From an optimization exercise on the open Yosys and OpenROAD flow, aimed at small area and a short achievable clock period; shortcuts taken in it are not production practice. Where RTL was checked, it was by simulation tests only, not by an equivalence proof against the original. Power figures rest on the tool's default switching activity, not on a simulated workload.

Setup of alpha:
// mem_responder
module mem_responder (
    input  logic       CLK,
    input  logic       RST_N,
    input  logic [7:0] bus_in,
    input  logic       MAR_in,
    input  logic       MBR_in,
    input  logic       MBR_out,
    input  logic       WMFC,
    input  logic       rnw,
    output logic [7:0] bus_out,
    output logic       bus_oe,
    output logic       MFC,
    output logic       busy
);
Size in the first run: about 4200 cells after synthesis, ~0.081 mm^2 of cells after synthesis.
Settings: LEC_CHECK=0, CAP_MARGIN=20, CORE_MARGIN=2, CORE_UTILIZATION=60, CTS_CLUSTER_DIAMETER=100, CTS_CLUSTER_SIZE=30, SETUP_SLACK_MARGIN=2.35, SLEW_MARGIN=20; clock period 4.5 ns.
run.sh (not shown) runs the stock make flow with config.mk's settings and CLKGATE_MAP_FILE= SYNTH_SCRIPT=/design/flow/synth_recipe.tcl, a recipe that flattens the netlist after the stock synthesis.
## Diff of input files: beta against alpha
-- flow/config.mk --
<<< alpha, line 11
export CTS_CLUSTER_DIAMETER = 100
export CTS_CLUSTER_SIZE = 30
export SETUP_SLACK_MARGIN = 2.35
export SLEW_MARGIN = 20
>>> beta, line 11
export CTS_CLUSTER_DIAMETER = 100
export CTS_CLUSTER_SIZE = 30
export SETUP_SLACK_MARGIN = 2.2
export SLEW_MARGIN = 20
alpha → beta: post-CTS setup repair buffer count shrank by 5; final design instance area without fill ~0 delta; global-route wire length before repair moved down; relative area change from synthesis to final layout has decreased; fraction of power spent switching nets ~0 delta. Any difference in share of total power in the clock network between alpha and beta is small enough to ignore. beta: no failed stages, no open violations at the end. Compared beta against alpha; pin slew with the least headroom to its limit within noise. alpha has higher number of ordinary and repair buffers in the finished layout than beta.

---

Another version of the RTL of mem_responder (not shown whole).
Size: roughly 4100 cells after synthesis, roughly 2100 flip-flops, ~0.077 sq mm of cells after synthesis.
export LEC_CHECK = 0
export CAP_MARGIN = 20
export CORE_MARGIN = 2
export CORE_UTILIZATION = 60
export CTS_BUF_LIST = sky130_fd_sc_hd__clkbuf_8 sky130_fd_sc_hd__clkbuf_4
export CTS_CLUSTER_SIZE = 30
export SETUP_SLACK_MARGIN = 2.0
export SLEW_MARGIN = 20
create_clock -name core_clock -period 4.5 [get_ports {CLK}]
The baseline finished with timing, DRC and antenna clean.
Next try:
--- a/flow/config.mk
+++ b/flow/config.mk
@@ -8,7 +8,4 @@
 export CAP_MARGIN = 20
 export CORE_MARGIN = 2
-export CORE_UTILIZATION = 60
-export CTS_BUF_LIST = sky130_fd_sc_hd__clkbuf_8 sky130_fd_sc_hd__clkbuf_4
-export CTS_CLUSTER_SIZE = 30
-export SETUP_SLACK_MARGIN = 2.0
+export CORE_UTILIZATION = 40
 export SLEW_MARGIN = 20
The changed run passed the timing, design-rule and antenna checks.
Combinational power is lower by 26%.
Routed wire length drops by 14%.
Area after synthesis does not change.
Setup slack gets worse by 610 ps.
Next try:
--- a/flow/config.mk
+++ b/flow/config.mk
@@ -8,4 +8,5 @@
 export CAP_MARGIN = 20
 export CORE_MARGIN = 2
-export CORE_UTILIZATION = 40
+export CORE_UTILIZATION = 60
+export SETUP_SLACK_MARGIN = 2.0
 export SLEW_MARGIN = 20
What happened: Via count climbs by a little under a tenth; setup slack is better by 570 ps; core utilization climbs by 24 points; cell area climbs by a few percent; wire length climbs by about a fifth.
No functional check of the RTL was part of any run of this note.

---

## the previous run
Another version of the RTL of mem_responder (not shown whole).
For scale: roughly 2300 flip-flops, roughly 26 I/O pins, ~81000 um2 of cells after synthesis.
make LEC_CHECK=0 CAP_MARGIN=20 CORE_MARGIN=2 CORE_UTILIZATION=70 CTS_CLUSTER_DIAMETER=90 CTS_CLUSTER_SIZE=25 PLACE_DENSITY=0.75 SETUP_SLACK_MARGIN=2.5 SLEW_MARGIN=20 finish   # period 4.5 ns
The flow did not stop early for the previous run: all stages ran, and the layout cleared the timing, design-rule and antenna checks.
What the current run does differently from the previous run at the input level:
# the previous run
export LEC_CHECK = 0
export CAP_MARGIN = 20
export CORE_MARGIN = 2
export CORE_UTILIZATION = 70
export CTS_CLUSTER_DIAMETER = 90
export CTS_CLUSTER_SIZE = 25
export PLACE_DENSITY = 0.75
export SETUP_SLACK_MARGIN = 2.5
export SLEW_MARGIN = 20
create_clock -name core_clock -period 4.5 [get_ports {CLK}]
# the current run
export LEC_CHECK = 0
export CAP_MARGIN = 20
export CORE_MARGIN = 2
export CORE_UTILIZATION = 60
export CTS_CLUSTER_DIAMETER = 100
export CTS_CLUSTER_SIZE = 30
export SETUP_SLACK_MARGIN = 2.5
export SLEW_MARGIN = 20
create_clock -name core_clock -period 4.5 [get_ports {CLK}]
## What came out
Summary of the current run over the previous run: cell area now larger; post-synthesis cell count comparable; largest voltage drop on the vdd net now smaller; combinational group share of total power now larger.
Function was not checked in any run of this note: the RTL went through the layout flow alone.

[afterwards: timing with drivers on the ports]
How much do the figures lean on ideal ports? The routed layouts below were timed once more, with nothing changed but the port constraints.
Step 1, drivers: a clkbuf_16 drives CLK and a buf_2 each remaining input, both assumed.
Step 2 adds t to the input delays and takes it off the output delays; t is the mean of the earliest and latest rising clock arrival at the registers after step 1. Input paths then give back, and output paths get back, about the clock's delay inside the block.
Slacks: no drivers / after step 1 / after step 2; pairs: no drivers / after step 1.
run | t, ns | setup WS [ns] | hold WS [ns] | latest minus earliest clock arrival (ns) | worst slew at a driven data input, ns
alpha | 0.803 | 2.213 / 2.130 / 1.871 | 0.195 / 0.138 / 0.491 | 0.034 / 0.034 | 0.18
beta | 0.807 | 2.207 / 2.123 / 1.863 | 0.196 / 0.139 / 0.486 | 0.035 / 0.035 | 0.18
the first run of note 2 | 1.081 | 1.243 / 1.243 / 1.243 | 0.485 / 0.456 / 0.485 | 0.065 / 0.064 | 0.16
the second run of note 2 | 0.915 | 0.635 / 0.635 / 0.635 | 0.140 / 0.074 / 0.559 | 0.083 / 0.083 | 0.06
the third run of note 2 | 0.909 | 1.201 / 1.201 / 1.174 | 0.183 / 0.122 / 0.488 | 0.034 / 0.035 | 0.17
the previous run | 0.810 | 2.199 / 2.116 / 1.878 | 0.484 / 0.472 / 0.484 | 0.031 / 0.031 | 0.19
the current run | 0.816 | 2.169 / 2.094 / 1.920 | 0.215 / 0.255 / 0.479 | 0.038 / 0.038 | 0.21
After both steps setup and hold are still met in every run listed. The setup slack of beta, which loses most, moves by -0.084 ns with the drivers and by -0.344 ns with both steps.
